What follows belongs to an exercise in optimizing a design on an open flow for small area; a production flow would make more cautious choices.
Function was checked by simulation only, so behaviour that the tests miss may differ from the original.
Power is estimated from default activity; no workload was simulated.

File: flow/run.sh
#!/bin/bash
# Standard ORFS layout with a smaller port buffer and a leaner clock tree.
# make's full output goes to make.log; each ORFS step logs under orfs/logs.
set -o pipefail
bash standard.sh BUFFER_PORTS_ARGS='-buffer_cell sky130_fd_sc_hd__buf_1' CTS_ARGS='-sink_clustering_enable -repair_clock_nets -dont_use_dummy_load -buf_list {sky130_fd_sc_hd__clkbuf_8} -sink_clustering_size 20 -sink_clustering_max_diameter 60' finish > make.log 2>&1
File: standard.sh
#!/bin/bash
# synth_recipe.tcl (not shown) runs the flow's synth.tcl, then flattens the netlist and writes it again
# the make line also repeats each setting of config.mk as NAME=value (left out here)
make -C /OpenROAD-flow-scripts/flow DESIGN_CONFIG=/design/flow/config.mk WORK_HOME=/design/flow/orfs CLKGATE_MAP_FILE= SYNTH_SCRIPT=/design/flow/synth_recipe.tcl "${@:-finish}"
File: config.mk
export PLATFORM = sky130hd
export DESIGN_NAME = cl_shell_top
export DESIGN_NICKNAME = cl_shell_top
export VERILOG_FILES = /design/flow/design.v
export SDC_FILE = /design/flow/constraint.sdc
export NUM_CORES = 4
export LEC_CHECK = 0
export CAP_MARGIN = 20
export CORE_MARGIN = 2
export CORE_UTILIZATION = 60
export SLEW_MARGIN = 20
File: constraint.sdc
create_clock -name core_clock -period 5.0 [get_ports {clk_main_a0}]
set_input_delay 1.0000 -clock core_clock [delete_from_list [all_inputs] [get_ports {clk_main_a0}]]
set_output_delay 1.0000 -clock core_clock [all_outputs]
set_load 0.01 [all_outputs]
File: design.v
package shell_glue_pkg;
   localparam int NUM_DDR   = 4;       
   localparam int DDR_A_BIT = 0;
   localparam int DDR_B_BIT = 1;
   localparam int DDR_C_BIT = 2;       
   localparam int DDR_D_BIT = 3;
   localparam int NUM_STAT_CH      = 3;
   localparam int STAT_PIPE_STAGES = 8;    
   localparam int RST_PIPE_STAGES  = 4;    
   localparam int STAT_ADDR_W = 8;
   localparam int STAT_DATA_W = 32;
   localparam int STAT_INT_W  = 8;
   localparam int HOST_ID_W = 6;
   localparam int CORE_ID_W = 16;
   localparam int ID_PAD_W  = CORE_ID_W - HOST_ID_W;    
   typedef struct packed {
      logic                   wr;       
      logic                   rd;       
      logic [STAT_ADDR_W-1:0] addr;     
      logic [STAT_DATA_W-1:0] wdata;    
   } stat_req_t;
   typedef struct packed {
      logic                   ack;      
      logic [STAT_INT_W-1:0]  intr;     
      logic [STAT_DATA_W-1:0] rdata;    
   } stat_rsp_t;
   localparam int STAT_REQ_W = 2 + STAT_ADDR_W + STAT_DATA_W;
   localparam int STAT_RSP_W = 1 + STAT_INT_W + STAT_DATA_W;
endpackage
`timescale 1ns/1ps
import shell_glue_pkg::*;
module lib_pipe
#(
   parameter int WIDTH  = 1,                  
   parameter int STAGES = RST_PIPE_STAGES     
)
(
   input  logic             clk_main_a0,
   input  logic [WIDTH-1:0] in_bus,
   output logic [WIDTH-1:0] out_bus
);
   logic [WIDTH-1:0] pipe_q [STAGES];    
   always_ff @(posedge clk_main_a0)
   begin
      pipe_q[0] <= in_bus;
      for (int i = 1; i < STAGES; i++)
      begin
         pipe_q[i] <= pipe_q[i-1];     
      end
   end
   assign out_bus = pipe_q[STAGES-1];
endmodule
`timescale 1ns/1ps
import shell_glue_pkg::*;
module rst_sync_tree
(
   input  logic clk_main_a0,
   input  logic sync_rst_n,      
   output logic local_rst_n,     
   output logic ddr_rst_n,       
   output logic core_rst_n,      
   output logic stat_ok          
);
   logic pre_sync_rst_n;         
   logic [STAT_PIPE_STAGES-1:0] rel_q;    
   always_ff @(posedge clk_main_a0 or negedge sync_rst_n)
   begin
      if (!sync_rst_n)
      begin
         pre_sync_rst_n <= 1'b0;
         local_rst_n    <= 1'b0;
      end
      else
      begin
         pre_sync_rst_n <= 1'b1;
         local_rst_n    <= pre_sync_rst_n;
      end
   end
   always_ff @(posedge clk_main_a0 or negedge sync_rst_n)
   begin
      if (!sync_rst_n)
         rel_q <= '0;
      else
         rel_q <= {rel_q[STAT_PIPE_STAGES-2:0], local_rst_n};
   end
   assign ddr_rst_n  = rel_q[RST_PIPE_STAGES-1];
   assign core_rst_n = rel_q[RST_PIPE_STAGES-1];
   assign stat_ok    = rel_q[STAT_PIPE_STAGES-1];
endmodule
`timescale 1ns/1ps
import shell_glue_pkg::*;
module flr_ready_monitor
(
   input  logic                   clk_main_a0,
   input  logic                   local_rst_n,
   input  logic                   flr_assert,      
   output logic                   flr_done,        
   input  logic [NUM_STAT_CH-1:0] ctrl_ready,      
   input  logic                   ddr_c_ready,     
   output logic [NUM_DDR-1:0]     ddr_ready
);
   logic flr_assert_q;       
   logic ddr_c_ready_q;      
   always_ff @(posedge clk_main_a0 or negedge local_rst_n)
   begin
      if (!local_rst_n)
      begin
         flr_assert_q <= 1'b0;
         flr_done     <= 1'b0;
      end
      else
      begin
         flr_assert_q <= flr_assert;
         flr_done     <= flr_assert_q && !flr_done;
      end
   end
   always_ff @(posedge clk_main_a0 or negedge local_rst_n)
   begin
      if (!local_rst_n)
         ddr_c_ready_q <= 1'b0;
      else
         ddr_c_ready_q <= ddr_c_ready;     
   end
   assign ddr_ready[DDR_A_BIT] = ctrl_ready[0];
   assign ddr_ready[DDR_B_BIT] = ctrl_ready[1];
   assign ddr_ready[DDR_C_BIT] = ddr_c_ready_q;
   assign ddr_ready[DDR_D_BIT] = ctrl_ready[2];
endmodule
`timescale 1ns/1ps
import shell_glue_pkg::*;
module ddr_stat_bridge
(
   input  logic      clk_main_a0,
   input  logic      stat_ok,
   input  logic [NUM_STAT_CH*STAT_REQ_W-1:0] stat_req_in,
   output logic [NUM_STAT_CH*STAT_REQ_W-1:0] stat_req_out,
   input  logic [NUM_STAT_CH*STAT_RSP_W-1:0] stat_rsp_in,
   output logic [NUM_STAT_CH*STAT_RSP_W-1:0] stat_rsp_out
);
   localparam int REQ_W = STAT_REQ_W;    
   localparam int RSP_W = STAT_RSP_W;    
   localparam int REQ_PAY_W = STAT_ADDR_W + STAT_DATA_W;    
   localparam int RSP_PAY_W = STAT_DATA_W;                  
   for (genvar ch = 0; ch < NUM_STAT_CH; ch++)
   begin : g_stat_ch
      logic [REQ_W-1:0] req_flat;        
      logic [RSP_W-1:0] rsp_flat;        
      lib_pipe #(
         .WIDTH  (REQ_W),
         .STAGES (STAT_PIPE_STAGES)
      ) req_pipe (
         .clk_main_a0 (clk_main_a0),
         .in_bus      (stat_req_in[ch*REQ_W +: REQ_W]),
         .out_bus     (req_flat)
      );
      lib_pipe #(
         .WIDTH  (RSP_W),
         .STAGES (STAT_PIPE_STAGES)
      ) rsp_pipe (
         .clk_main_a0 (clk_main_a0),
         .in_bus      (stat_rsp_in[ch*RSP_W +: RSP_W]),
         .out_bus     (rsp_flat)
      );
      assign stat_req_out[ch*REQ_W + REQ_PAY_W +: 2] =
         req_flat[REQ_PAY_W +: 2] & {2{stat_ok}};
      assign stat_req_out[ch*REQ_W +: REQ_PAY_W] = req_flat[REQ_PAY_W-1:0];
      assign stat_rsp_out[ch*RSP_W + RSP_PAY_W +: RSP_W-RSP_PAY_W] =
         rsp_flat[RSP_PAY_W +: RSP_W-RSP_PAY_W] & {(RSP_W-RSP_PAY_W){stat_ok}};
      assign stat_rsp_out[ch*RSP_W +: RSP_PAY_W] = rsp_flat[RSP_PAY_W-1:0];
   end
endmodule
`timescale 1ns/1ps
import shell_glue_pkg::*;
module cl_shell_top
(
   input  logic                   clk_main_a0,
   input  logic                   sync_rst_n,        
   output logic                   ddr_rst_n,         
   output logic                   core_rst_n,        
   input  logic                   flr_assert,
   output logic                   flr_done,
   input  logic [NUM_STAT_CH-1:0] ctrl_ready,        
   input  logic                   ddr_c_ready,       
   output logic [NUM_DDR-1:0]     ddr_ready,
   input  logic [NUM_STAT_CH*STAT_REQ_W-1:0] stat_req_in,
   output logic [NUM_STAT_CH*STAT_REQ_W-1:0] stat_req_out,
   input  logic [NUM_STAT_CH*STAT_RSP_W-1:0] stat_rsp_in,
   output logic [NUM_STAT_CH*STAT_RSP_W-1:0] stat_rsp_out,
   input  logic [HOST_ID_W-1:0]   host_awid,
   input  logic [HOST_ID_W-1:0]   host_arid,
   output logic [HOST_ID_W-1:0]   host_bid,
   output logic [HOST_ID_W-1:0]   host_rid,
   output logic [CORE_ID_W-1:0]   core_awid,
   output logic [CORE_ID_W-1:0]   core_arid,
   input  logic [CORE_ID_W-1:0]   core_bid,
   input  logic [CORE_ID_W-1:0]   core_rid
);
   logic local_rst_n;      
   logic stat_ok;          
   rst_sync_tree rst_tree (
      .clk_main_a0 (clk_main_a0),
      .sync_rst_n  (sync_rst_n),
      .local_rst_n (local_rst_n),
      .ddr_rst_n   (ddr_rst_n),
      .core_rst_n  (core_rst_n),
      .stat_ok     (stat_ok)
   );
   flr_ready_monitor status_mon (
      .clk_main_a0 (clk_main_a0),
      .local_rst_n (local_rst_n),
      .flr_assert  (flr_assert),
      .flr_done    (flr_done),
      .ctrl_ready  (ctrl_ready),
      .ddr_c_ready (ddr_c_ready),
      .ddr_ready   (ddr_ready)
   );
   ddr_stat_bridge stat_bridge (
      .clk_main_a0  (clk_main_a0),
      .stat_ok      (stat_ok),
      .stat_req_in  (stat_req_in),
      .stat_req_out (stat_req_out),
      .stat_rsp_in  (stat_rsp_in),
      .stat_rsp_out (stat_rsp_out)
   );
   assign core_awid = {{ID_PAD_W{1'b0}}, host_awid};
   assign core_arid = {{ID_PAD_W{1'b0}}, host_arid};
   assign host_bid  = core_bid[HOST_ID_W-1:0];
   assign host_rid  = core_rid[HOST_ID_W-1:0];
endmodule
==> results of run 1 <==
worst max-delay path, delay by kind of cell (launching register included):
| family | cells | cell delay [ns] |
|---|---|---|
| flip-flops | 1 | 0.95 |
| AND/OR/NAND/NOR | 1 | 0.28 |
| buffers and inverters | 1 | 0.17 |
stage by stage:
stage | hold WS, ns | std cells | power, mW | utilization | instance area (µm²)
floorplan | 0.0341 | 2328 | 17.5 | - | 42500
global placement | 0.0454 | 3505 | 17.6 | 0.623 | 43600
detailed placement | 0.0550 | 3505 | 17.7 | 0.623 | 43600
CTS | 0.0631 | 3616 | 23.6 | 0.645 | 45100
global route | 0.0747 | 3628 | 24.3 | 0.645 | 45200
finish | 0.0562 | 3628 | 23.3 | 0.645 | 45200
where the power goes:
part	internal [mW]	total, mW	switching [mW]
Sequential	16.8	17.0	0.191
Clock	2.00	6.07	4.07
Combinational	0.0944	0.247	0.153
Total	18.9	23.3	4.41
cells by family after synthesis:
family,count (synthesis),synth area share
and+or+nand+nor,34,0.00598
other,2,0.000177
buffers and inverters,268,0.0472
DFF,2005,0.947
cell type report:
type                            instances  area [µm²]  area share
Sequential cell                      2005       40200       0.890
Timing Repair Buffer                  505        1900      0.0420
Clock buffer                          111        1530      0.0338
Tap cell                              940        1180      0.0260
Multi-Input combinational cell         55         333     0.00737
Antenna cell                           12        30.0    0.000665
how the worst min path moves through the flow:
stage	startpoint	endpoint	slack (ns)
3_3_place_gp	rst_tree.local_rst_n	status_mon.flr_done	0.05
3_5_place_dp	rst_tree.local_rst_n	status_mon.flr_done	0.05
4_1_cts	rst_tree.local_rst_n	status_mon.flr_done	0.06
5_1_grt	rst_tree.local_rst_n	status_mon.ddr_c_ready_q	0.07
6_report	rst_tree.local_rst_n	status_mon.ddr_c_ready_q	0.06
2_1_floorplan	rst_tree.local_rst_n	status_mon.ddr_c_ready_q	0.03
layout by cell type (no fill, tap or decap), drive strengths merged:
| master | n |
|---|---|
| clkbuf | 111 |
| nor2b | 1 |
| and2 | 33 |
| dfrtp | 13 |
| buf | 505 |
| conb | 21 |
| diode | 12 |
| dfxtp | 1992 |
registers in the layout (all words and copies together), names as in the netlist:
signal / cells
rst_tree.rel_q: 8
rst_tree.local_rst_n: 1
status_mon.flr_done: 1
rst_tree.pre_sync_rst_n: 1
stat_bridge.g_stat_ch.rsp_pipe.pipe_q: 984
status_mon.flr_assert_q: 1
status_mon.ddr_c_ready_q: 1
stat_bridge.g_stat_ch.req_pipe.pipe_q: 1008
metal layers:
metal	track usage	wire (µm)	up-vias
met5	0	107	-
met4	0.0692	2040	18
met3	0.0530	3800	148
met2	0.237	25200	381
met1	0.142	19500	6605
li1	-	-	7410
==> qor.txt, run 1 <==
Status = no timing/DRC/antenna violations
Max Slew Vio Count = 0
Clk root buf = clkbuf_8
Routed WL per cell = 14.0 µm
Post-CTS setup buffers = 0
Site Rows = 97
Dpl hpwl = 35100 µm
Worst-path clk slew = 0.11 ns
Tightest Hold Check Type = reg2async
Pre-CTS setup slack = 2.58 ns
Clock Tree Buf Depth = 3
Starting Density = 0.606
CP max stage delay = 0.95 ns
Post-synthesis cell count = 2309
TNS Setup = 0 ns
Via density = 4.01
Nets = 2978
# port buffers = 505
Post-synth ARST share = 0.00648
Chip Width = 270 µm
Largest net degree at the start of global routing = 34
Slew margin rel. = 0.397
Area Growth Syn to Fin = 6.35%
DIE HEIGHT = 270 µm
Worst clock skew = 0.0584 ns
CTS sink cnt = 2005
Leak = 18.5 nW
Post-synth cell types = 7
Clock latency on the worst-skew pair = 0.73 ns
Post-Syn Area per Cell = 18.4 µm²
Yosys warns = 6
Crit path launch type = register
Period Utilization, post-route = 0.624
GRT Util Overall = 0.136
RSZ-0062 raised after global routing = no
Most common cell in the synthesized netlist = dfxtp_1
Max-cap viol count = 0
Share of layout cells above drive strength 1 = 0.0538
Worst R2R Start = status_mon.flr_assert_q
Main synth FF type = dfxtp_1
Seq/Total Area, Yosys = 0.947
FF-to-FF End = status_mon.flr_done
Register bit total from synthesis = 2005
Fill cells = 5084
Initial antenna violation count = 21
CTS tree = built
Final setup margin = 1.88 ns
Nature of the critical path endpoint = output port
First-pass GRT wire length = 74800 µm
IR Drop Worst-Case VDD = 0.000319 V
Initial DRC count = 580
Remaining Overflow, GRT = 0
Worst Tran Pin Value = 0.905 ns
# hold bufs at CTS = 0
Synth top area share = 0.939
Worst Setup Path Type = reg2out
R2R depth = 1
Die Area = 72900 µm²
Vias = 14562
WL final = 50700 µm
Most instantiated cells after synthesis = dfxtp_1, buf_4, and2_2, dfrtp_1, clkbuf_2
CP Cell Sequence = and2_2 -> buf_1
Total CTS buffers = 111
PD cells = 516 nW/µm²
RePlAce Congestion = 0.769
Drc violations = 0
ANT nets after route = 0
R2R Setup Slk = 4.41 ns
Cell area after synthesis = 42500 µm²
CP max-delay cell = dfrtp_1
Post-synth EDFFs = 0
Final setup vio count = 0
CP endpoint = stat_rsp_out[116]
Critical Path RT = 4.00 ns
Final hold vios = 0
Tmin final = 3.12 ns
Post_cts resized = 0
Core area = 70000 µm²
Critical Path AT = 2.12 ns
DR pass1 iterations = 4
Post-synth top area cell = dfxtp_1
Fmax = 0.320 GHz
I/O pin total = 600
Vias in the first global route = 14356
H-Tree Depth = 3
Worst setup startpoint = rst_tree.rel_q[7]
Synth area leaders = dfxtp_1, buf_4, dfrtp_1
Crit path max fanout = 33
==> run 2, diff against run 1 <==
--- a/design.v
+++ b/design.v
@@ -62,7 +62,6 @@
    output logic stat_ok          
 );
    logic pre_sync_rst_n;         
-   logic [STAT_PIPE_STAGES-1:0] rel_q;    
    always_ff @(posedge clk_main_a0 or negedge sync_rst_n)
    begin
       if (!sync_rst_n)
@@ -76,16 +75,29 @@
          local_rst_n    <= pre_sync_rst_n;
       end
    end
-   always_ff @(posedge clk_main_a0 or negedge sync_rst_n)
-   begin
-      if (!sync_rst_n)
-         rel_q <= '0;
-      else
-         rel_q <= {rel_q[STAT_PIPE_STAGES-2:0], local_rst_n};
-   end
-   assign ddr_rst_n  = rel_q[RST_PIPE_STAGES-1];
-   assign core_rst_n = rel_q[RST_PIPE_STAGES-1];
-   assign stat_ok    = rel_q[STAT_PIPE_STAGES-1];
+   logic [1:0] jc_q;             
+   logic       ddr_q;            
+   logic       stat_q;           
+   logic       wrap;             
+   assign wrap = jc_q[1] & ~jc_q[0];
+   always_ff @(posedge clk_main_a0 or negedge local_rst_n)
+   begin
+      if (!local_rst_n)
+      begin
+         jc_q   <= 2'b00;
+         ddr_q  <= 1'b0;
+         stat_q <= 1'b0;
+      end
+      else
+      begin
+         jc_q   <= {jc_q[0], ~jc_q[1]};
+         ddr_q  <= ddr_q | wrap;
+         stat_q <= stat_q | (ddr_q & wrap);
+      end
+   end
+   assign ddr_rst_n  = ddr_q;
+   assign core_rst_n = ddr_q;
+   assign stat_ok    = stat_q;
 endmodule
 `timescale 1ns/1ps
 import shell_glue_pkg::*;
==> flow/run.sh (replaced) <==
#!/bin/bash
# Standard ORFS layout with a smaller port buffer and a leaner clock tree.
# make's full output goes to make.log; each ORFS step logs under orfs/logs.
set -o pipefail
bash standard.sh BUFFER_PORTS_ARGS='-buffer_cell sky130_fd_sc_hd__buf_1' RECOVER_POWER=100 CTS_ARGS='-sink_clustering_enable -repair_clock_nets -dont_use_dummy_load -buf_list {sky130_fd_sc_hd__clkbuf_16} -sink_clustering_size 36 -sink_clustering_max_diameter 50' finish > make.log 2>&1
==> qor.txt, run 2 <==
Status = no timing/DRC/antenna violations
Clock Tree Buf Depth = 3
Die Area = 72800 µm²
Register bit total from synthesis = 2001
Synth top area share = 0.941
Max FFs per register = 1008
Worst Tran Pin Value = 0.859 ns
Remaining Overflow, GRT = 0
Worst-path clk slew = 0.08 ns
Post-synth EDFFs = 0
Crit path launch type = register
Fmax = 0.331 GHz
Via density = 4.01
Drc violations = 0
DR pass1 iterations = 4
Max Slew Vio Count = 0
First-pass GRT wire length = 76100 µm
Site Rows = 97
Seq/Total Area, Yosys = 0.946
Critical Path AT = 2.02 ns
Worst clock skew = 0.0434 ns
CP max-delay cell = dfrtp_1
RSZ-0062 raised after global routing = no
Synth area leaders = dfxtp_1, buf_4, and2_2
Post-synth ARST share = 0.00450
Most frequent cells in the layout = dfxtp_1, buf_1, clkbuf_16
Starting Density = 0.605
H-Tree Depth = 3
Tightest Hold Check Type = reg2async
Top Registers = stat_bridge.g_stat_ch.req_pipe.pipe_q: 1008 flops, stat_bridge.g_stat_ch.rsp_pipe.pipe_q: 984 flops, rst_tree.jc_q: 2 flops
DIE HEIGHT = 270 µm
Tmin final = 3.02 ns
Initial antenna violation count = 16
Clk root buf = clkbuf_16
CP max stage delay = 0.91 ns
Vias = 14555
Dpl hpwl = 34600 µm
Vias in the first global route = 14370
Cell area after synthesis = 42400 µm²
Share of layout cells above drive strength 1 = 0.0570
Fill cells = 4873
Post-Syn Area per Cell = 18.4 µm²
Slew margin rel. = 0.428
CTS tree = built
Most instantiated cells after synthesis = dfxtp_1, buf_4, and2_2, dfrtp_1, clkbuf_2
Core area = 70000 µm²
TNS Setup = 0 ns
Main synth FF type = dfxtp_1
Post-synth cell types = 10
Yosys warns = 6
Most common cell after layout, fill and taps aside = dfxtp_1
ANT nets after route = 0
PD cells = 555 nW/µm²
Nature of the critical path endpoint = output port
Biggest register = stat_bridge.g_stat_ch.req_pipe.pipe_q
Clock latency on the worst-skew pair = 0.67 ns
Final setup vio count = 0
Post-CTS setup buffers = 0
Finished Cell Area = 46500 µm²
Total power = 25.8 mW
Period Utilization, post-route = 0.604
I/O pin total = 600
DP Area = 43500 µm²
Largest net degree at the start of global routing = 37
IR Drop Worst-Case VDD = 0.000351 V
CP Cell Sequence = and2_2 -> buf_1
WL final = 51200 µm
Total CTS buffers = 119
Post-synth top area cell = dfxtp_1
CTS sink cnt = 2001
GRT Util Overall = 0.139
RePlAce Congestion = 0.779
Critical Path RT = 4.00 ns
Most common cell in the synthesized netlist = dfxtp_1
Crit path max fanout = 34
Area Growth Syn to Fin = 9.73%
Final hold vios = 0
# port buffers = 505
Post_cts resized = 0
Post-synthesis cell count = 2309
Nets = 2986
Leak = 19.2 nW
# hold bufs at CTS = 0
Initial DRC count = 623
Chip Width = 270 µm
Routed WL per cell = 14.1 µm
Max-cap viol count = 0
Worst Setup Path Type = reg2out
==> run 2: final cells by class <==
class,count,area [µm²],share of cell area
flip-flops and latches,2001,40100,0.862
clock buffers,119,2980,0.0640
repair buffers,505,1900,0.0407
well taps,940,1180,0.0253
multi-input cells,57,349,0.00750
inverters,2,7.51,0.000161
diodes,3,7.51,0.000161
==> run 2: path summary, 6_finish.rpt <==
kind	end	slack, ns	cells past startpoint	from
max	stat_rsp_out[122]	1.98	2	rst_tree.stat_q
min in group core_clock	stat_bridge.g_stat_ch[0].rsp_pipe.pipe_q[7][5]	0.28	0	stat_bridge.g_stat_ch[0].rsp_pipe.pipe_q[6][5]
min reg2reg	status_mon.ddr_c_ready_q	0.11	0	rst_tree.local_rst_n
min	status_mon.ddr_c_ready_q	0.11	0	rst_tree.local_rst_n
max reg2reg	rst_tree.stat_q	3.79	1	rst_tree.stat_q
max in group asynchronous	rst_tree.stat_q	4.68	0	rst_tree.local_rst_n
==> run 2: worst max-delay path: cells and delay by family (launching register included) <==
kind,cells,cell delay (ns)
buffers and inverters,1,0.17
AND/OR/NAND/NOR,1,0.29
flip-flops,1,0.91
==> run 2: logic make-up after synthesis <==
kind of cell / after synthesis / share of synthesized area
other: 2 / 0.000177
AO/OA/AOI/OAI: 2 / 0.000384
flip-flops: 2001 / 0.946
buffers and inverters: 270 / 0.0475
AND/OR/NAND/NOR: 34 / 0.00599
==> run 2: per-layer routing <==
metal / wire length [µm] / track usage / vias up
met3: 3530 / 0.0501 / 128
met4: 1430 / 0.0497 / 24
li1: - / - / 7449
met5: 130 / 0 / -
met1: 20600 / 0.153 / 6585
met2: 25600 / 0.246 / 369
==> run 2: per-stage QoR <==
step,utilization,hold WS (ns),setup slack (ns),cells
5_1_grt,0.664,0.0765,1.74,3625
3_5_place_dp,0.622,0.107,2.61,3505
3_3_place_gp,0.622,0.100,2.72,3505
2_1_floorplan,-,0.0815,2.88,2328
4_1_cts,0.664,0.0716,1.90,3624
6_report,0.664,0.109,1.98,3627
==> run 2: power breakdown <==
| group | leakage [nW] | switching [mW] | internal, mW | total (mW) |
|---|---|---|---|---|
| logic | 0.770 | 0.153 | 0.0942 | 0.247 |
| clock network | 1.47 | 4.39 | 4.19 | 8.58 |
| registers | 16.9 | 0.188 | 16.8 | 17.0 |
| total | 19.2 | 4.73 | 21.1 | 25.8 |
==> run 3, diff against run 2 <==
==> flow/run.sh (replaced) <==
#!/bin/bash
# Standard ORFS layout with a smaller port buffer and a leaner clock tree.
# make's full output goes to make.log; each ORFS step logs under orfs/logs.
set -o pipefail
bash standard.sh BUFFER_PORTS_ARGS='-buffer_cell sky130_fd_sc_hd__buf_1' RECOVER_POWER=100 CTS_ARGS='-sink_clustering_enable -repair_clock_nets -dont_use_dummy_load -buf_list {sky130_fd_sc_hd__clkbuf_8} -sink_clustering_size 23 -sink_clustering_max_diameter 50' finish > make.log 2>&1
==> qor.txt, run 3 <==
Post_cts resized = 0
Site Rows = 97
# hold bufs at CTS = 1
Post-synth cell types = 10
Post-Synth Simple-Gate Area = 0.00599
Post-synthesis cell count = 2309
Worst clock skew = 0.0532 ns
Post-synthesis adder-cell area fraction = 0
PD cells = 523 nW/µm²
CTS tree = built
Clock latency on the worst-skew pair = 0.75 ns
Post-synth EDFFs = 0
Vias = 14592
Layout Cells excl Fill = 3641
Max-cap viol count = 0
Tightest Hold Check Type = reg2async
Register bit total from synthesis = 2001
RSZ-0062 raised after global routing = no
WHS = 0.111 ns
Largest net degree at the start of global routing = 35
Crit path max fanout = 34
Critical Path AT = 2.10 ns
TNS Setup = 0 ns
Final setup margin = 1.90 ns
Post-synthesis mux area share = 0
IR Drop Worst-Case VDD = 0.000327 V
Share of layout cells above drive strength 1 = 0.0608
H-Tree Depth = 4
Cell area after synthesis = 42400 µm²
Post-synth top area cell = dfxtp_1
Final setup vio count = 0
Most frequent cells in the layout = dfxtp_1, buf_1, clkbuf_8
Post-Syn Area per Cell = 18.4 µm²
Total CTS buffers = 130
WL final = 50600 µm
Max FFs per register = 1008
CTS sink cnt = 2001
Top Registers = stat_bridge.g_stat_ch.req_pipe.pipe_q: 1008 flops, stat_bridge.g_stat_ch.rsp_pipe.pipe_q: 984 flops, rst_tree.jc_q: 2 flops
Die Area = 72800 µm²
Yosys warns = 6
I/O pin total = 600
Main synth FF type = dfxtp_1
Nature of the critical path endpoint = output port
Synth Area in XOR/XNOR = 0
Nets = 2998
GRT Util Overall = 0.139
First-pass GRT wire length = 75500 µm
DIE HEIGHT = 270 µm
Post-synth ARST share = 0.00450
Slew margin rel. = 0.430
Clk root buf = clkbuf_8
Starting Density = 0.605
Initial antenna violation count = 16
Tmin final = 3.10 ns
Synth area leaders = dfxtp_1, buf_4, and2_2
Final hold vios = 0
Leak = 18.6 nW
Seq/Total Area, Yosys = 0.946
CP Cell Sequence = and2_2 -> buf_1
Multi-input gate area = 349 µm²
Post-CTS setup buffers = 0
Crit path launch type = register
Fill cells = 5027
CP max stage delay = 0.91 ns
DR pass1 iterations = 4
Total power = 23.7 mW
Dpl cells = 3505
Max Slew Vio Count = 0
Chip Width = 270 µm
Critical Path RT = 4.00 ns
RePlAce Congestion = 0.779
Register Area = 40100 µm²
CP max-delay cell = dfrtp_1
Core area = 70000 µm²
Most instantiated cells after synthesis = dfxtp_1, buf_4, and2_2, dfrtp_1, clkbuf_2
Biggest register = stat_bridge.g_stat_ch.req_pipe.pipe_q
Clock Tree Buf Depth = 3
Dpl hpwl = 34600 µm
Initial DRC count = 647
Area Growth Syn to Fin = 6.96%
Compound-Gate Fraction of Synth Area = 0.000384
Routed WL per cell = 13.9 µm
Fmax = 0.323 GHz
Vias in the first global route = 14398
Status = no timing/DRC/antenna violations
Synth top area share = 0.941
Worst-path clk slew = 0.09 ns
Remaining Overflow, GRT = 0
Drc violations = 0
Most common cell in the synthesized netlist = dfxtp_1
R2R depth = 1
Largest family of logic cells by synthesized area = buffers and inverters
Via density = 4.01
Worst Tran Pin Value = 0.854 ns
Period Utilization, post-route = 0.619
Most common cell after layout, fill and taps aside = dfxtp_1
# port buffers = 505
Worst Setup Path Type = reg2out
Pre-CTS setup slack = 2.61 ns
ANT nets after route = 0
run 3: cell types whose count changed in the layout (fill, tap and decap cells not counted), sizes merged:
cell / change
diode: +2
clkbuf: +11
dlygate4sd3: +1
run 3: cell type report:
class,count,area share
Antenna cell,5,0.000276
Clock buffer,130,0.0395
Inverter,2,0.000166
Multi-Input combinational cell,57,0.00770
Sequential cell,2001,0.884
Tap cell,940,0.0259
Timing Repair Buffer,506,0.0420
run 3: metrics by stage:
stage	area (µm²)	util
global placement	43500	0.622
CTS	45300	0.647
detailed placement	43500	0.622
finish	45300	0.648
global route	45300	0.647
floorplan	42500	-
run 3: path summary, 6_finish.rpt:
path,start,to,slack (ns)
max,rst_tree.stat_q,stat_rsp_out[122],1.90
max reg2reg,rst_tree.stat_q,rst_tree.stat_q,3.80
min reg2reg,rst_tree.local_rst_n,status_mon.flr_assert_q,0.11
min in group core_clock,stat_bridge.g_stat_ch[2].req_pipe.pipe_q[1][31],stat_bridge.g_stat_ch[2].req_pipe.pipe_q[2][31],0.28
min,rst_tree.local_rst_n,status_mon.flr_assert_q,0.11
max in group asynchronous,sync_rst_n,rst_tree.pre_sync_rst_n,4.30
run 3: cells by family after synthesis:
| family | count (synthesis) |
|---|---|
| other | 2 |
| AND/OR/NAND/NOR | 34 |
| flip-flops | 2001 |
| buffers and inverters | 270 |
| AO/OA/AOI/OAI | 2 |
run 3: layer usage:
| metal | vias up | part of all wire | GRT usage |
|---|---|---|---|
| met3 | 145 | 0.075 | 0.0547 |
| met2 | 390 | 0.50 | 0.241 |
| met1 | 6589 | 0.40 | 0.152 |
| li1 | 7448 | - | - |
| met5 | - | 0.0022 | 0 |
| met4 | 20 | 0.028 | 0.0575 |
run 3: power breakdown:
group / switching, mW / internal (mW) / total (mW)
Combinational: 0.153 / 0.0948 / 0.247
Sequential: 0.184 / 16.8 / 17.0
Clock: 4.13 / 2.35 / 6.48
run 3: worst max-delay path: cells and delay by family (launching register included):
kind / cells / cell delay, ns
buf+inv: 1 / 0.17
simple gates: 1 / 0.29
flops: 1 / 0.91
==> run 4, diff against run 3 <==
==> flow/run.sh (replaced) <==
#!/bin/bash
# Standard ORFS layout with a smaller port buffer and a leaner clock tree.
# make's full output goes to make.log; each ORFS step logs under orfs/logs.
set -o pipefail
bash standard.sh BUFFER_PORTS_ARGS='-buffer_cell sky130_fd_sc_hd__buf_1' RECOVER_POWER=100 CTS_ARGS='-sink_clustering_enable -repair_clock_nets -dont_use_dummy_load -buf_list {sky130_fd_sc_hd__clkbuf_4} -sink_clustering_size 11 -sink_clustering_max_diameter 40' finish > make.log 2>&1
==> qor.txt, run 4 <==
CP max-delay cell = dfrtp_1
Post-synth ARST share = 0.00450
Most instantiated cells after synthesis = dfxtp_1, buf_4, and2_2, dfrtp_1, clkbuf_2
Critical Path RT = 4.00 ns
CP max stage delay = 0.94 ns
Cell Int Power = 18.9 mW
R2R Setup Slk = 3.77 ns
Max-cap viol count = 0
TNS Setup = 0 ns
Routed WL per cell = 13.5 µm
Dpl hpwl = 34600 µm
Fmax = 0.299 GHz
Nets = 3292
Seq/Total Area, Yosys = 0.946
Worst Setup Path Type = reg2out
Worst clock skew = 0.0796 ns
WL final = 53000 µm
Leak = 19.5 nW
Post-synth EDFFs = 0
Crit path max fanout = 34
Sw Ratio = 0.193
Register bit total from synthesis = 2001
Clock Tree Buf Depth = 3
Most common cell after layout, fill and taps aside = dfxtp_1
Initial DRC count = 505
ANT nets after route = 0
RePlAce Congestion = 0.779
Post-synth top area cell = dfxtp_1
I/O pin total = 600
CTS sink cnt = 2001
RSZ-0062 raised after global routing = no
Worst-path clk slew = 0.10 ns
Worst Tran Pin Value = 0.895 ns
Final setup vio count = 0
Slew margin rel. = 0.404
Starting Density = 0.605
Post-synth cell types = 10
First-pass GRT wire length = 80900 µm
DR pass1 iterations = 4
Post-Syn Area per Cell = 18.4 µm²
Largest net degree at the start of global routing = 35
Post_cts resized = 0
CTS tree = built
Max Slew Vio Count = 0
Top Registers = stat_bridge.g_stat_ch.req_pipe.pipe_q: 1008 flops, stat_bridge.g_stat_ch.rsp_pipe.pipe_q: 984 flops, rst_tree.jc_q: 2 flops
Area Growth Syn to Fin = 11.6%
CP Cell Sequence = and2_2 -> buf_1
WHS = 0.114 ns
Tmin final = 3.35 ns
FF-to-FF End = rst_tree.stat_q
Layout Cells excl Fill = 3937
Site Rows = 97
Core area = 70000 µm²
Dpl cells = 3505
Most common cell in the synthesized netlist = dfxtp_1
Vias = 15954
Final hold vios = 0
Sequential Power Share = 0.725
Drc violations = 0
PD cells = 495 nW/µm²
Combinational group share of total power = 0.017
GRT Util Overall = 0.147
DP Area = 43500 µm²
Via density = 4.05
Initial antenna violation count = 16
Yosys warns = 6
Clk root buf = clkbuf_4
CP delay by family, top = flip-flops
Vias in the first global route = 16071
Clock share of power = 0.258
WP buf/inv = 1
Share of layout cells above drive strength 1 = 0.0796
Biggest register = stat_bridge.g_stat_ch.req_pipe.pipe_q
H-Tree Depth = 4
Synth top area share = 0.941
IR Drop Worst-Case VDD = 0.000261 V
Main synth FF type = dfxtp_1
Synth area leaders = dfxtp_1, buf_4, and2_2
Crit path launch type = register
Fill cells = 4818
Chip Width = 270 µm
Most frequent cells in the layout = dfxtp_1, buf_1, dlygate4sd3_1
Remaining Overflow, GRT = 0
Die Area = 72800 µm²
Finished Cell Area = 47300 µm²
Post-synthesis cell count = 2309
DIE HEIGHT = 270 µm
Period Utilization, post-route = 0.669
R2R depth = 1
Status = no timing/DRC/antenna violations
Worst R2R Start = rst_tree.stat_q
Total CTS buffers = 204
# port buffers = 505
Cell area after synthesis = 42400 µm²
Max FFs per register = 1008
Nature of the critical path endpoint = output port
Clock latency on the worst-skew pair = 0.98 ns
Critical Path AT = 2.35 ns
P_sw = 4.53 mW
Tightest Hold Check Type = reg2async
-- run 4: timing repair --
item | in CTS | in global routing
hold buffers | 221 | 0
hold endpoints to repair | 222 | 0
setup buffers | 0 | 0
-- run 4: cell type report --
type	instances	area (µm²)	share of cell area
Sequential cell	2001	40100	0.848
Timing Repair Buffer	726	4110	0.0869
Clock buffer	204	1530	0.0324
Tap cell	940	1180	0.0249
Multi-Input combinational cell	57	349	0.00738
Antenna cell	7	17.5	0.000370
Inverter	2	7.51	0.000159
-- run 4: routing by layer --
metal,vias to the layer above,track usage,wire (µm)
li1,8113,-,-
met1,7219,0.158,20900
met2,457,0.249,26300
met3,145,0.0564,3930
met4,20,0.0791,1780
met5,-,0,124
-- run 4: per-stage QoR --
stage	utilization	total power, mW	setup slack (ns)
floorplan	-	17.5	2.88
global placement	0.622	17.6	2.72
detailed placement	0.622	17.6	2.61
CTS	0.675	23.8	1.46
global route	0.675	24.5	1.36
finish	0.675	23.4	1.65
-- run 4: kinds of logic (layout without fill, tap and decap cells) --
| family | after synthesis | count (layout) | synth area share |
|---|---|---|---|
| DFF | 2001 | 2001 | 0.946 |
| other | 2 | 28 | 0.000177 |
| buffers and inverters | 270 | 932 | 0.0475 |
| AOI/OAI and AO/OA | 2 | 2 | 0.000384 |
| and+or+nand+nor | 34 | 34 | 0.00599 |
-- run 4: worst max-delay path by stage --
stage                               start           endpoint  slack, ns  cells past startpoint
after floorplan              host_arid[0]       core_arid[0]       2.88                      1
after global placement    rst_tree.stat_q  stat_rsp_out[116]       2.72                      2
after detailed placement  rst_tree.stat_q  stat_rsp_out[122]       2.61                      2
after CTS                 rst_tree.stat_q  stat_rsp_out[122]       1.46                      2
after global routing      rst_tree.stat_q  stat_rsp_out[122]       1.36                      2
final                     rst_tree.stat_q  stat_rsp_out[122]       1.65                      2
-- run 4: power groups by stage --
stage	logic [mW]	clock network, mW	registers, mW
final	0.397	6.03	17.0
after global routing	0.427	7.00	17.1
after CTS	0.404	6.37	17.0
after detailed placement	0.253	0	17.4
after global placement	0.252	0	17.3
after floorplan	0.239	0	17.3
==> run 5, diff against run 4 <==
==> flow/run.sh (replaced) <==
#!/bin/bash
# Standard ORFS layout with a smaller port buffer and a leaner clock tree.
# make's full output goes to make.log; each ORFS step logs under orfs/logs.
set -o pipefail
bash standard.sh BUFFER_PORTS_ARGS='-buffer_cell sky130_fd_sc_hd__buf_1' CTS_ARGS='-sink_clustering_enable -repair_clock_nets -dont_use_dummy_load -buf_list {sky130_fd_sc_hd__clkbuf_8} -sink_clustering_size 22 -sink_clustering_max_diameter 50' finish > make.log 2>&1
--- a/config.mk
+++ b/config.mk
@@ -7,5 +7,6 @@
 export LEC_CHECK = 0
 export CAP_MARGIN = 20
 export CORE_MARGIN = 2
-export CORE_UTILIZATION = 60
+export CORE_UTILIZATION = 65
+export PLACE_DENSITY = 0.8
 export SLEW_MARGIN = 20
==> qor.txt, run 5 <==
Post-synth top area cell = dfxtp_1
Critical Path RT = 4.00 ns
Drc violations = 0
Most common cell in the synthesized netlist = dfxtp_1
Max FFs per register = 1008
Biggest register = stat_bridge.g_stat_ch.req_pipe.pipe_q
Final setup margin = 2.01 ns
Routed WL per cell = 16.4 µm
Final hold vios = 0
Seq/Total Area, Yosys = 0.946
Register bit total from synthesis = 2001
Area Growth Syn to Fin = 6.15%
Clock Tree Buf Depth = 3
Dpl cells = 3420
Vias = 14768
Chip Width = 259 µm
H-Tree Depth = 3
GRT Util Overall = 0.167
Most frequent cells in the layout = dfxtp_1, buf_1, clkbuf_8
Crit path launch type = register
Worst Setup Path Type = reg2out
Worst Tran Pin Value = 0.768 ns
DIE HEIGHT = 259 µm
Worst-path clk slew = 0.11 ns
Cell area after synthesis = 42400 µm²
Remaining Overflow, GRT = 0
Critical Path AT = 1.99 ns
DR pass1 iterations = 4
RePlAce Congestion = 0.759
Largest net degree at the start of global routing = 35
Share of layout cells above drive strength 1 = 0.0549
Vias in the first global route = 15981
Synth top area share = 0.941
Clk root buf = clkbuf_8
Nets = 2981
Total CTS buffers = 113
PD cells = 521 nW/µm²
Tightest Hold Check Type = reg2async
Post-synth cell types = 10
Synth area leaders = dfxtp_1, buf_4, and2_2
Clock latency on the worst-skew pair = 0.74 ns
Initial antenna violation count = 13
RSZ-0062 raised after global routing = no
Post-synth ARST share = 0.00450
# port buffers = 505
ANT nets after route = 0
Most common cell after layout, fill and taps aside = dfxtp_1
Post-synthesis cell count = 2309
Status = no timing/DRC/antenna violations
Yosys warns = 6
Starting Density = 0.658
Post-CTS setup buffers = 0
Fmax = 0.334 GHz
Most instantiated cells after synthesis = dfxtp_1, buf_4, and2_2, dfrtp_1, clkbuf_2
I/O pin total = 600
Leak = 18.5 nW
WL final = 58200 µm
Fill cells = 3756
Period Utilization, post-route = 0.598
Dpl hpwl = 39500 µm
Max-cap viol count = 0
Slew margin rel. = 0.488
Pre-CTS setup slack = 2.69 ns
Layout Cells excl Fill = 3538
First-pass GRT wire length = 83500 µm
Total power = 23.4 mW
CTS sink cnt = 2001
Die Area = 67300 µm²
TNS Setup = 0 ns
Nature of the critical path endpoint = output port
CP max stage delay = 0.85 ns
Met2 Routed Length = 31900 µm
Via density = 4.17
Worst clock skew = 0.104 ns
CP Cell Sequence = and2_2 -> buf_1
Initial DRC count = 526
IR Drop Worst-Case VDD = 0.000434 V
Max Slew Vio Count = 0
CTS tree = built
Met3 wire len = 3470 µm
Top Layer Used = met5
Final setup vio count = 0
Core area = 64500 µm²
Wire length on met1 = 20600 µm
CP max-delay cell = dfrtp_1
Main synth FF type = dfxtp_1
Crit path max fanout = 34
Post-Syn Area per Cell = 18.4 µm²
Post_cts resized = 0
Tmin final = 2.99 ns
Site Rows = 93
Top Registers = stat_bridge.g_stat_ch.req_pipe.pipe_q: 1008 flops, stat_bridge.g_stat_ch.rsp_pipe.pipe_q: 984 flops, rst_tree.jc_q: 2 flops
Post-synth EDFFs = 0
## run 5: cell type report
| type | instances | area (µm²) | share of cell area |
|---|---|---|---|
| clock buffer | 113 | 1560 | 0.0346 |
| antenna | 4 | 10.0 | 0.000222 |
| sequential | 2001 | 40100 | 0.891 |
| timing repair buffer | 506 | 1910 | 0.0423 |
| tap | 855 | 1070 | 0.0238 |
| multi-input combinational | 57 | 349 | 0.00776 |
| inverter | 2 | 7.51 | 0.000167 |
## run 5: cells by family (layout without fill, tap and decap cells)
group | count (synthesis) | after routing | share of synthesized area
DFF | 2001 | 2001 | 0.946
buffers and inverters | 270 | 621 | 0.0475
and+or+nand+nor | 34 | 34 | 0.00599
other | 2 | 25 | 0.000177
AOI/OAI and AO/OA | 2 | 2 | 0.000384
## run 5: critical path: cells and delay by family, from the launching register on
family / cells / cell delay, ns
buffers and inverters: 1 / 0.18
flip-flops: 1 / 0.85
AND/OR/NAND/NOR: 1 / 0.29
## run 5: path summary, 6_finish.rpt
check	start	to	slack, ns	depth (start not counted)
max	rst_tree.stat_q	stat_req_out[41]	2.01	2
min	rst_tree.local_rst_n	rst_tree.jc_q[0]	0.12	0
max reg2reg	rst_tree.stat_q	rst_tree.stat_q	3.84	1
min reg2reg	rst_tree.local_rst_n	rst_tree.jc_q[0]	0.12	0
max in group asynchronous	sync_rst_n	rst_tree.pre_sync_rst_n	4.22	2
min in group core_clock	stat_bridge.g_stat_ch[1].rsp_pipe.pipe_q[4][7]	stat_bridge.g_stat_ch[1].rsp_pipe.pipe_q[5][7]	0.23	0
## run 5: what timing repair did
| action | in CTS | in global routing |
|---|---|---|
| setup endpoints to repair | 0 | 0 |
| hold endpoints to repair | 1 | 0 |
| hold buffers | 1 | 0 |
## run 5: per-layer routing
| layer | vias to the layer above | GRT usage |
|---|---|---|
| met1 | 6803 | 0.159 |
| met4 | 18 | 0.0774 |
| met5 | - | 0 |
| met3 | 137 | 0.0502 |
| met2 | 414 | 0.324 |
| li1 | 7396 | - |
## run 5: report_power, final
part	switching, mW	internal, mW	leakage, nW	total [mW]
Combinational	0.159	0.0948	0.774	0.254
Clock	4.12	2.04	0.812	6.16
Sequential	0.232	16.8	16.9	17.0
Total	4.52	18.9	18.5	23.4
## run 5: through the flow
| stage | hold slack [ns] | util | instance area [µm²] |
|---|---|---|---|
| 3_3_place_gp | 0.0905 | 0.674 | 43400 |
| 6_report | 0.124 | 0.698 | 45000 |
| 2_1_floorplan | 0.0815 | - | 42500 |
| 4_1_cts | 0.132 | 0.698 | 45000 |
| 5_1_grt | 0.145 | 0.698 | 45000 |
| 3_5_place_dp | 0.124 | 0.674 | 43400 |
==> run 6, diff against run 5 <==
==> flow/run.sh (replaced) <==
#!/bin/bash
# Standard ORFS layout with a smaller port buffer and a leaner clock tree.
# make's full output goes to make.log; each ORFS step logs under orfs/logs.
set -o pipefail
bash standard.sh BUFFER_PORTS_ARGS='-buffer_cell sky130_fd_sc_hd__buf_1' RECOVER_POWER=100 CTS_ARGS='-sink_clustering_enable -repair_clock_nets -dont_use_dummy_load -buf_list {sky130_fd_sc_hd__clkbuf_8} -sink_clustering_size 20 -sink_clustering_max_diameter 60' finish > make.log 2>&1
--- a/config.mk
+++ b/config.mk
@@ -7,6 +7,5 @@
 export LEC_CHECK = 0
 export CAP_MARGIN = 20
 export CORE_MARGIN = 2
-export CORE_UTILIZATION = 65
-export PLACE_DENSITY = 0.8
+export CORE_UTILIZATION = 60
 export SLEW_MARGIN = 20
==> qor.txt, run 6 <==
H-Tree Depth = 3
Most instantiated cells after synthesis = dfxtp_1, buf_4, and2_2, dfrtp_1, clkbuf_2
Tightest Hold Check Type = reg2async
Worst clock skew = 0.0420 ns
Synth top area share = 0.941
Crit path max fanout = 34
Remaining Overflow, GRT = 0
Total CTS buffers = 111
Combinational group share of total power = 0.011
Post-synth EDFFs = 0
I/O pin total = 600
DIE HEIGHT = 270 µm
Post_cts resized = 0
Critical Path AT = 2.08 ns
Final setup vio count = 0
CTS tree = built
Synth area leaders = dfxtp_1, buf_4, and2_2
Max-cap viol count = 0
Share of layout cells above drive strength 1 = 0.0542
GRT Util Overall = 0.137
Die Area = 72800 µm²
# port buffers = 505
PD cells = 516 nW/µm²
Clock share of power = 0.261
CTS sink cnt = 2001
Seq/Total Area, Yosys = 0.946
RePlAce Congestion = 0.779
Cell area after synthesis = 42400 µm²
Clock latency on the worst-skew pair = 0.70 ns
Most common cell after layout, fill and taps aside = dfxtp_1
Dpl hpwl = 34600 µm
Post-Syn Area per Cell = 18.4 µm²
First-pass GRT wire length = 75100 µm
Vias = 14477
Post-synth ARST share = 0.00450
WL final = 50500 µm
Worst Tran Pin Value = 0.875 ns
Clock Tree Buf Depth = 3
Routed WL per cell = 13.9 µm
Yosys warns = 6
Worst-path clk slew = 0.11 ns
Status = no timing/DRC/antenna violations
Largest net degree at the start of global routing = 35
Slew margin rel. = 0.417
Most common cell in the synthesized netlist = dfxtp_1
Clk root buf = clkbuf_8
Nets = 2979
Drc violations = 0
Max Slew Vio Count = 0
Site Rows = 97
Dpl cells = 3505
Layout Cells excl Fill = 3621
Chip Width = 270 µm
Max FFs per register = 1008
TNS Setup = 0 ns
Tmin final = 3.08 ns
Worst Setup Path Type = reg2out
ANT nets after route = 0
Sw Ratio = 0.189
IR Drop Worst-Case VDD = 0.000289 V
Post-CTS setup buffers = 0
Fmax = 0.324 GHz
Final hold vios = 0
Core area = 70000 µm²
P_sw = 4.40 mW
Most frequent cells in the layout = dfxtp_1, buf_1, clkbuf_8
Area Growth Syn to Fin = 6.34%
Leak = 18.5 nW
RSZ-0062 raised after global routing = no
Cell Int Power = 18.9 mW
Nature of the critical path endpoint = output port
# hold bufs at CTS = 1
Register bit total from synthesis = 2001
Top Registers = stat_bridge.g_stat_ch.req_pipe.pipe_q: 1008 flops, stat_bridge.g_stat_ch.rsp_pipe.pipe_q: 984 flops, rst_tree.jc_q: 2 flops
Crit path launch type = register
Starting Density = 0.605
Post-synthesis cell count = 2309
DR pass1 iterations = 4
Main synth FF type = dfxtp_1
Initial antenna violation count = 16
Sequential Power Share = 0.729
Post-synth cell types = 10
R2R Setup Slk = 3.78 ns
Period Utilization, post-route = 0.617
Initial DRC count = 591
Via density = 4.00
Vias in the first global route = 14250
Critical Path RT = 4.00 ns
Biggest register = stat_bridge.g_stat_ch.req_pipe.pipe_q
Post-synth top area cell = dfxtp_1
run 6: through the flow:
stage	hold slack, ns	power [mW]	utilization	instance area [µm²]	setup slack [ns]
global placement	0.100	17.6	0.622	43500	2.72
global route	0.145	24.3	0.644	45100	1.66
finish	0.115	23.3	0.644	45100	1.92
floorplan	0.0815	17.5	-	42500	2.88
CTS	0.120	23.6	0.644	45100	1.81
detailed placement	0.107	17.6	0.622	43500	2.61
run 6: worst paths after layout:
check,startpoint,endpoint,depth (start not counted)
min in group core_clock,stat_bridge.g_stat_ch[2].req_pipe.pipe_q[0][38],stat_bridge.g_stat_ch[2].req_pipe.pipe_q[1][38],0
min,rst_tree.local_rst_n,rst_tree.jc_q[1],0
max,rst_tree.stat_q,stat_rsp_out[122],2
max in group asynchronous,sync_rst_n,rst_tree.local_rst_n,2
max reg2reg,rst_tree.stat_q,rst_tree.stat_q,1
min reg2reg,rst_tree.local_rst_n,rst_tree.jc_q[1],0
run 6: layout make-up:
type | count | area [µm²]
flip-flops and latches | 2001 | 40100
fillers | 5042 | 24900
repair buffers | 506 | 1910
clock buffers | 111 | 1530
well taps | 940 | 1180
multi-input cells | 57 | 349
diodes | 4 | 10.0
inverters | 2 | 7.51
run 6: critical path: stages, from the launching register on:
cell and delay [ns]:
dfrtp_1 0.93, and2_2 0.29, buf_1 0.17
run 6: logic make-up (layout without fill, tap and decap cells):
| group | count (synthesis) | after routing | share of synthesized area |
|---|---|---|---|
| compound gates | 2 | 2 | 0.000384 |
| buf+inv | 270 | 619 | 0.0475 |
| flops | 2001 | 2001 | 0.946 |
| other cells | 2 | 25 | 0.000177 |
| simple gates | 34 | 34 | 0.00599 |
run 6: metal layers:
metal,vias up,global-route usage,share of wire
met5,-,0,0.0029
met4,24,0.0446,0.024
met3,110,0.0528,0.076
met2,389,0.240,0.50
met1,6562,0.153,0.40
li1,7392,-,-
run 6: power by group through the flow:
stage                     Sequential [mW]  Clock, mW  Combinational, mW
after floorplan                      17.3          0              0.239
after global placement               17.3          0              0.252
after detailed placement             17.4          0              0.253
after CTS                            17.0       6.36              0.255
after global routing                 17.1       6.95              0.269
final                                17.0       6.07              0.248
==> run 7, diff against run 6 <==
==> flow/run.sh (replaced) <==
#!/bin/bash
# Standard ORFS layout with a smaller port buffer and a leaner clock tree.
# make's full output goes to make.log; each ORFS step logs under orfs/logs.
set -o pipefail
bash standard.sh BUFFER_PORTS_ARGS='-buffer_cell sky130_fd_sc_hd__buf_1' CTS_ARGS='-sink_clustering_enable -repair_clock_nets -dont_use_dummy_load -buf_list {sky130_fd_sc_hd__clkbuf_8} -sink_clustering_size 22 -sink_clustering_max_diameter 60' finish > make.log 2>&1
--- a/config.mk
+++ b/config.mk
@@ -7,5 +7,6 @@
 export LEC_CHECK = 0
 export CAP_MARGIN = 20
 export CORE_MARGIN = 2
-export CORE_UTILIZATION = 60
+export CORE_UTILIZATION = 70
+export PLACE_DENSITY = 0.85
 export SLEW_MARGIN = 20
==> qor.txt, run 7 <==
Status = no timing/DRC/antenna violations
Area Growth Syn to Fin = 5.58%
Slew margin rel. = 0.471
Cell area after synthesis = 42400 µm²
# hold bufs at CTS = 0
Die Area = 62500 µm²
First-pass GRT wire length = 82700 µm
Post-synth EDFFs = 0
Final hold vios = 0
Nets = 2969
Post-CTS setup buffers = 0
Nature of the critical path endpoint = output port
Leak = 18.4 nW
Routed WL per cell = 16.7 µm
Max-cap viol count = 0
P_sw = 4.47 mW
DIE HEIGHT = 250 µm
Final setup vio count = 0
WHS = 0.0936 ns
Most common cell in the synthesized netlist = dfxtp_1
Remaining Overflow, GRT = 0
Drc violations = 0
Crit path launch type = register
Post-synth top area cell = dfxtp_1
Period Utilization, post-route = 0.602
Fmax = 0.332 GHz
# port buffers = 505
Clk root buf = clkbuf_8
Total CTS buffers = 102
Initial antenna violation count = 10
GRT Util Overall = 0.179
Fill cells = 3156
Synth area leaders = dfxtp_1, buf_4, and2_2
IR Drop Worst-Case VDD = 0.000418 V
Clock latency on the worst-skew pair = 0.72 ns
Vias = 14632
Most common cell after layout, fill and taps aside = dfxtp_1
Combinational group share of total power = 0.011
Tmin final = 3.01 ns
RePlAce Congestion = 0.771
Final Util = 0.744
Dpl cells = 3347
Post-synthesis cell count = 2309
Share of layout cells above drive strength 1 = 0.0510
Max Slew Vio Count = 0
Clock share of power = 0.256
ANT nets after route = 0
Register Area = 40100 µm²
Register bit total from synthesis = 2001
Wire length on met1 = 21400 µm
Post-synth ARST share = 0.00450
Yosys warns = 6
Final setup margin = 1.99 ns
Worst Setup Path Type = reg2out
Site Rows = 90
Initial DRC count = 516
Largest net degree at the start of global routing = 35
PD cells = 518 nW/µm²
Via density = 4.23
Core area = 60100 µm²
DP Area = 43300 µm²
Most instantiated cells after synthesis = dfxtp_1, buf_4, and2_2, dfrtp_1, clkbuf_2
Multi-input gate area = 349 µm²
Worst-path clk slew = 0.12 ns
Layout Cells excl Fill = 3458
Post-synth cell types = 10
H-Tree Depth = 3
Met3 wire len = 3930 µm
Post_cts resized = 0
Pre-CTS setup slack = 2.69 ns
Worst Tran Pin Value = 0.793 ns
Met2 Routed Length = 30700 µm
Top Registers = stat_bridge.g_stat_ch.req_pipe.pipe_q: 1008 flops, stat_bridge.g_stat_ch.rsp_pipe.pipe_q: 984 flops, rst_tree.jc_q: 2 flops
Tightest Hold Check Type = in2async
Chip Width = 250 µm
Vias in the first global route = 15418
Clock Tree Buf Depth = 3
Seq/Total Area, Yosys = 0.946
RSZ-0062 raised after global routing = no
CTS sink cnt = 2001
Sw Ratio = 0.193
Cell Int Power = 18.7 mW
Starting Density = 0.705
Dpl hpwl = 40300 µm
WL final = 57700 µm
Top Layer Used = met5
Synth top area share = 0.941
Most frequent cells in the layout = dfxtp_1, buf_1, clkbuf_8
Critical Path RT = 4.00 ns
CTS tree = built
TNS Setup = 0 ns
Worst clock skew = 0.0961 ns
Post-Syn Area per Cell = 18.4 µm²
Crit path max fanout = 34
Total power = 23.2 mW
Finished Cell Area = 44800 µm²
Sequential Power Share = 0.733
DR pass1 iterations = 4
Main synth FF type = dfxtp_1
I/O pin total = 600
Biggest register = stat_bridge.g_stat_ch.req_pipe.pipe_q
Critical Path AT = 2.01 ns
Max FFs per register = 1008
[run 7: cell types whose count changed in the layout (fill, tap and decap cells not counted)]
| cell | previous run | this run |
|---|---|---|
| diode_2 | 4 | 9 |
| clkbuf_1 | 3 | 0 |
| buf_1 | 502 | 505 |
| dlygate4sd3_1 | 1 | 0 |
| clkbuf_8 | 111 | 102 |
[run 7: layout make-up]
cell class | instances | share of cell area
antenna | 9 | 0.000503
clock buffer | 102 | 0.0314
inverter | 2 | 0.000168
multi-input combinational | 57 | 0.00780
sequential | 2001 | 0.896
tap | 782 | 0.0219
timing repair buffer | 505 | 0.0423
[run 7: power by group through the flow]
stage                     Sequential, mW  Clock [mW]  Combinational, mW
after floorplan                     17.3           0              0.239
after global placement              17.3           0              0.246
after detailed placement            17.4           0              0.257
after CTS                           17.0        6.09              0.261
after global routing                17.1        6.58              0.274
final                               17.0        5.93              0.256
[run 7: per-layer routing]
metal,vias up,global-route usage
li1,7380,-
met1,6725,0.181
met2,407,0.337
met3,114,0.0559
met4,6,0.0756
met5,-,0
[run 7: critical path: stages, from the launching register on]
cell and delay, ns:
dfrtp_1 0.88, and2_2 0.29, buf_1 0.17
[run 7: cell families (layout without fill, tap and decap cells)]
logic type             after synthesis  after routing  share of synthesized area
flip-flops                        2001           2001                      0.946
buffers and inverters              270            609                     0.0475
AND/OR/NAND/NOR                     34             34                    0.00599
other                                2             30                   0.000177
AO/OA/AOI/OAI                        2              2                   0.000384
[run 7: worst paths after layout]
kind	slack (ns)	end	startpoint	cells past startpoint
worst max register to register	3.83	rst_tree.stat_q	rst_tree.stat_q	1
worst max-delay path	1.99	stat_req_out[41]	rst_tree.stat_q	2
worst min-delay path	0.09	rst_tree.local_rst_n	sync_rst_n	1
min in group core_clock	0.28	stat_bridge.g_stat_ch[2].rsp_pipe.pipe_q[1][21]	stat_bridge.g_stat_ch[2].rsp_pipe.pipe_q[0][21]	0
worst min register to register	0.11	status_mon.flr_done	rst_tree.local_rst_n	0
max in group asynchronous	4.69	status_mon.ddr_c_ready_q	rst_tree.local_rst_n	0
==> run 8, diff against run 7 <==
==> flow/run.sh (replaced) <==
#!/bin/bash
set -o pipefail
W=$(pwd)
cp "$FLOW_SDC" "$W/flow_constraint.sdc"
echo "set_max_transition 0.115 -clock_path [all_clocks]" >> "$W/flow_constraint.sdc"
bash standard.sh SDC_FILE="$W/flow_constraint.sdc" BUFFER_PORTS_ARGS='-buffer_cell sky130_fd_sc_hd__buf_1' CTS_ARGS='-sink_clustering_enable -repair_clock_nets -dont_use_dummy_load -buf_list {sky130_fd_sc_hd__clkbuf_8} -sink_clustering_size 22 -sink_clustering_max_diameter 60' finish > make.log 2>&1
==> qor.txt, run 8 <==
Via density = 4.23
CTS sink cnt = 2001
Worst Setup Path Type = reg2out
WL final = 57700 µm
IR Drop Worst-Case VDD = 0.000418 V
Drc violations = 0
Vias = 14632
Final hold vios = 0
Clock latency on the worst-skew pair = 0.72 ns
# port buffers = 505
Period Utilization, post-route = 0.602
Crit path max fanout = 34
Final Util = 0.744
Fill cells = 3156
Post-synth ARST share = 0.00450
Post-synth top area cell = dfxtp_1
H-Tree Depth = 3
Synth area leaders = dfxtp_1, buf_4, and2_2
Dpl hpwl = 40300 µm
Most common cell after layout, fill and taps aside = dfxtp_1
Total CTS buffers = 102
Cell area after synthesis = 42400 µm²
Seq/Total Area, Yosys = 0.946
RSZ-0062 raised after global routing = no
Worst clock skew = 0.0961 ns
# hold bufs at CTS = 0
I/O pin total = 600
Chip Width = 250 µm
PD cells = 518 nW/µm²
Final setup vio count = 0
Status = no timing/DRC/antenna violations
Worst setup startpoint = rst_tree.stat_q
Area Growth Syn to Fin = 5.58%
Slew margin rel. = 0.471
CTS tree = built
Worst-path clk slew = 0.12 ns
Tmin final = 3.01 ns
Most frequent cells in the layout = dfxtp_1, buf_1, clkbuf_8
Largest net degree at the start of global routing = 35
Post_cts resized = 0
Post-Syn Area per Cell = 18.4 µm²
GRT Util Overall = 0.179
Top Registers = stat_bridge.g_stat_ch.req_pipe.pipe_q: 1008 flops, stat_bridge.g_stat_ch.rsp_pipe.pipe_q: 984 flops, rst_tree.jc_q: 2 flops
Synth top area share = 0.941
Fmax = 0.332 GHz
First-pass GRT wire length = 82700 µm
Multi-input gate area = 349 µm²
Max-cap viol count = 0
Worst R2R Start = rst_tree.stat_q
Initial DRC count = 516
Tightest Hold Check Type = in2async
Register Area = 40100 µm²
Critical Path AT = 2.01 ns
Clk root buf = clkbuf_8
Die Area = 62500 µm²
Most common cell in the synthesized netlist = dfxtp_1
Routed WL per cell = 16.7 µm
Clock Tree Buf Depth = 3
Register bit total from synthesis = 2001
Most instantiated cells after synthesis = dfxtp_1, buf_4, and2_2, dfrtp_1, clkbuf_2
DIE HEIGHT = 250 µm
Remaining Overflow, GRT = 0
Share of layout cells above drive strength 1 = 0.0510
Post-synth EDFFs = 0
Yosys warns = 6
Vias in the first global route = 15418
Post-synthesis cell count = 2309
TNS Setup = 0 ns
Worst Tran Pin Value = 0.793 ns
Crit path launch type = register
Max Slew Vio Count = 0
Post-synth cell types = 10
Initial antenna violation count = 10
DR pass1 iterations = 4
Dpl cells = 3347
Max FFs per register = 1008
Core area = 60100 µm²
RePlAce Congestion = 0.771
Leak = 18.4 nW
Critical Path RT = 4.00 ns
Biggest register = stat_bridge.g_stat_ch.req_pipe.pipe_q
ANT nets after route = 0
Main synth FF type = dfxtp_1
Starting Density = 0.705
Nature of the critical path endpoint = output port
Site Rows = 90
Layout Cells excl Fill = 3458
Post-CTS setup buffers = 0
Nets = 2969
run 8: cell counts in the layout (fill, tap and decap cells not counted):
Identical to the previous run, type by type.
run 8: power breakdown:
part | internal (mW) | total (mW) | switching (mW)
sequential | 16.8 | 17.0 | 0.227
clock | 1.85 | 5.93 | 4.08
combinational | 0.0943 | 0.256 | 0.162
total | 18.7 | 23.2 | 4.47
run 8: cell families (layout without fill, tap and decap cells):
group           Yosys count  count (layout)  synth area share
compound gates            2               2          0.000384
flops                  2001            2001             0.946
other cells               2              30          0.000177
simple gates             34              34           0.00599
buf+inv                 270             609            0.0475
run 8: area by class of cell:
cell class,count,share of cell area
flip-flops and latches,2001,0.896
repair buffers,505,0.0423
clock buffers,102,0.0314
well taps,782,0.0219
multi-input cells,57,0.00780
diodes,9,0.000503
inverters,2,0.000168
run 8: worst paths after layout:
kind | to | slack [ns] | depth (start not counted)
max | stat_req_out[41] | 1.99 | 2
min | rst_tree.local_rst_n | 0.09 | 1
max reg2reg | rst_tree.stat_q | 3.83 | 1
min reg2reg | status_mon.flr_done | 0.11 | 0
max in group asynchronous | status_mon.ddr_c_ready_q | 4.69 | 0
min in group core_clock | stat_bridge.g_stat_ch[2].rsp_pipe.pipe_q[1][21] | 0.28 | 0
run 8: worst max-delay path: stages, from the launching register on:
cell,delay (ns)
dfrtp_1,0.88
and2_2,0.29
buf_1,0.17
run 8: metal layers:
layer	share of wire	wire [µm]	vias up	GRT usage
li1	-	-	7380	-
met1	0.37	21400	6725	0.181
met2	0.53	30700	407	0.337
met3	0.068	3930	114	0.0559
met4	0.028	1620	6	0.0756
met5	0.00068	39	-	0
run 8: stage by stage:
stage / setup slack (ns) / cell area [µm²] / hold WS [ns] / total power, mW
floorplan: 2.88 / 42500 / 0.0815 / 17.5
CTS: 1.87 / 44700 / 0.0181 / 23.4
finish: 1.99 / 44800 / 0.0936 / 23.2
global route: 1.81 / 44800 / 0.0566 / 23.9
global placement: 2.82 / 43300 / 0.0914 / 17.6
detailed placement: 2.69 / 43300 / 0.103 / 17.7
==> run 9, diff against run 8 <==
==> flow/run.sh (replaced) <==
#!/bin/bash
# Standard ORFS layout with a smaller port buffer and a leaner clock tree.
# make's full output goes to make.log; each ORFS step logs under orfs/logs.
set -o pipefail
bash standard.sh BUFFER_PORTS_ARGS='-buffer_cell sky130_fd_sc_hd__buf_1' CTS_ARGS='-sink_clustering_enable -repair_clock_nets -dont_use_dummy_load -buf_list {sky130_fd_sc_hd__buf_6} -sink_clustering_size 19 -sink_clustering_max_diameter 55' finish > make.log 2>&1
==> qor.txt, run 9 <==
Worst clock skew = 0.0866 ns
Total CTS buffers = 117
Post_cts resized = 0
Max FFs per register = 1008
Drc violations = 0
Vias = 14826
Post-synth cell types = 10
WHS = 0.108 ns
Combinational group share of total power = 0.011
Initial DRC count = 472
Max Slew Vio Count = 0
Site Rows = 90
Final setup vio count = 0
Post-CTS setup buffers = 0
Nets = 2984
Cell area after synthesis = 42400 µm²
Post-synthesis adder-cell area fraction = 0
Post-Synth Simple-Gate Area = 0.00599
Period Utilization, post-route = 0.593
Main synth FF type = dfxtp_1
Most common cell in the synthesized netlist = dfxtp_1
Status = no timing/DRC/antenna violations
PD cells = 521 nW/µm²
Routed WL per cell = 16.9 µm
Clk root buf = buf_6
DIE HEIGHT = 250 µm
CTS tree = built
DR pass1 iterations = 4
Clock share of power = 0.258
Leak = 18.4 nW
I/O pin total = 600
Worst-path clk slew = 0.12 ns
GRT Util Overall = 0.183
Remaining Overflow, GRT = 0
# port buffers = 505
Final hold vios = 0
Synth Area in XOR/XNOR = 0
Slew margin rel. = 0.474
Crit path launch type = register
IR Drop Worst-Case VDD = 0.000389 V
Max-cap viol count = 0
Tmin final = 2.96 ns
CTS sink cnt = 2001
Core area = 60100 µm²
Sw Ratio = 0.197
ANT nets after route = 0
Critical Path RT = 4.00 ns
RSZ-0062 raised after global routing = no
Largest family of logic cells by synthesized area = buffers and inverters
Post-synth EDFFs = 0
H-Tree Depth = 3
Largest net degree at the start of global routing = 35
P_sw = 4.58 mW
Die Area = 62500 µm²
Most instantiated cells after synthesis = dfxtp_1, buf_4, and2_2, dfrtp_1, clkbuf_2
Worst Tran Pin Value = 0.789 ns
Most common cell after layout, fill and taps aside = dfxtp_1
Seq/Total Area, Yosys = 0.946
First-pass GRT wire length = 84600 µm
Post-Syn Area per Cell = 18.4 µm²
Cell Int Power = 18.7 mW
Register bit total from synthesis = 2001
Most frequent cells in the layout = dfxtp_1, buf_1, buf_6
Yosys warns = 6
Share of layout cells above drive strength 1 = 0.0563
Clock Tree Buf Depth = 3
Crit path max fanout = 34
Post-synth top area cell = dfxtp_1
Post-synth ARST share = 0.00450
# hold bufs at CTS = 0
Post-synthesis mux area share = 0
==> run 9: final timing paths <==
check                      slack [ns]  cells past startpoint                                             from                                               to
max                              2.04                      2                                  rst_tree.stat_q                                 stat_rsp_out[75]
min                              0.11                      0                             rst_tree.local_rst_n                          status_mon.flr_assert_q
max reg2reg                      3.83                      1                                  rst_tree.stat_q                                  rst_tree.stat_q
min reg2reg                      0.11                      0                             rst_tree.local_rst_n                          status_mon.flr_assert_q
max in group asynchronous        4.69                      0                             rst_tree.local_rst_n                                 rst_tree.jc_q[0]
min in group core_clock          0.26                      0  stat_bridge.g_stat_ch[2].req_pipe.pipe_q[3][12]  stat_bridge.g_stat_ch[2].req_pipe.pipe_q[4][12]
==> run 9: routing by layer <==
metal	GRT usage	vias up	wire (µm)	part of all wire
met2	0.345	441	31400	0.54
met3	0.0571	116	3790	0.065
li1	-	7443	-	-
met5	0	-	40	0.00068
met4	0.0826	6	1870	0.032
met1	0.182	6820	21400	0.37
==> run 9: worst max-delay path, stage by stage (launching register included) <==
cell     delay [ns]
dfrtp_1        0.87
and2_2         0.30
buf_1          0.16
==> run 9: logic make-up after synthesis <==
kind of cell / count (synthesis)
buffers and inverters: 270
AND/OR/NAND/NOR: 34
AO/OA/AOI/OAI: 2
other: 2
flip-flops: 2001
==> run 9: stage by stage <==
stage	total power [mW]	instance area (µm²)	util	cells	worst slack, ns
after detailed placement	17.7	43300	0.721	3347	2.69
after CTS	23.5	44700	0.743	3464	1.91
final	23.3	44700	0.743	3473	2.04
after global routing	24.1	44700	0.743	3469	1.84
after floorplan	17.5	42500	-	2328	2.88
after global placement	17.6	43300	0.721	3347	2.82
==> run 9: power by group through the flow <==
stage	combinational [mW]	clock [mW]	sequential (mW)
global route	0.275	6.69	17.1
CTS	0.262	6.18	17.0
floorplan	0.239	0	17.3
global placement	0.246	0	17.3
detailed placement	0.257	0	17.4
finish	0.257	6.00	17.0
==> run 9: final cells by class <==
cell class / count / area [µm²]
multi-input combinational: 57 / 349
sequential: 2001 / 40100
antenna: 9 / 22.5
inverter: 2 / 7.51
timing repair buffer: 505 / 1900
tap: 782 / 978
clock buffer: 117 / 1320
fill: 3228 / 15500

Re-timed with assumed drivers on the ports (clkbuf_16 on the clock, buf_2 on other inputs), run 9 has 1.978 ns of setup slack against 2.036 ns with ideal ports, and 2.691 ns once port delays also move by the mid clock arrival of 0.713 ns.
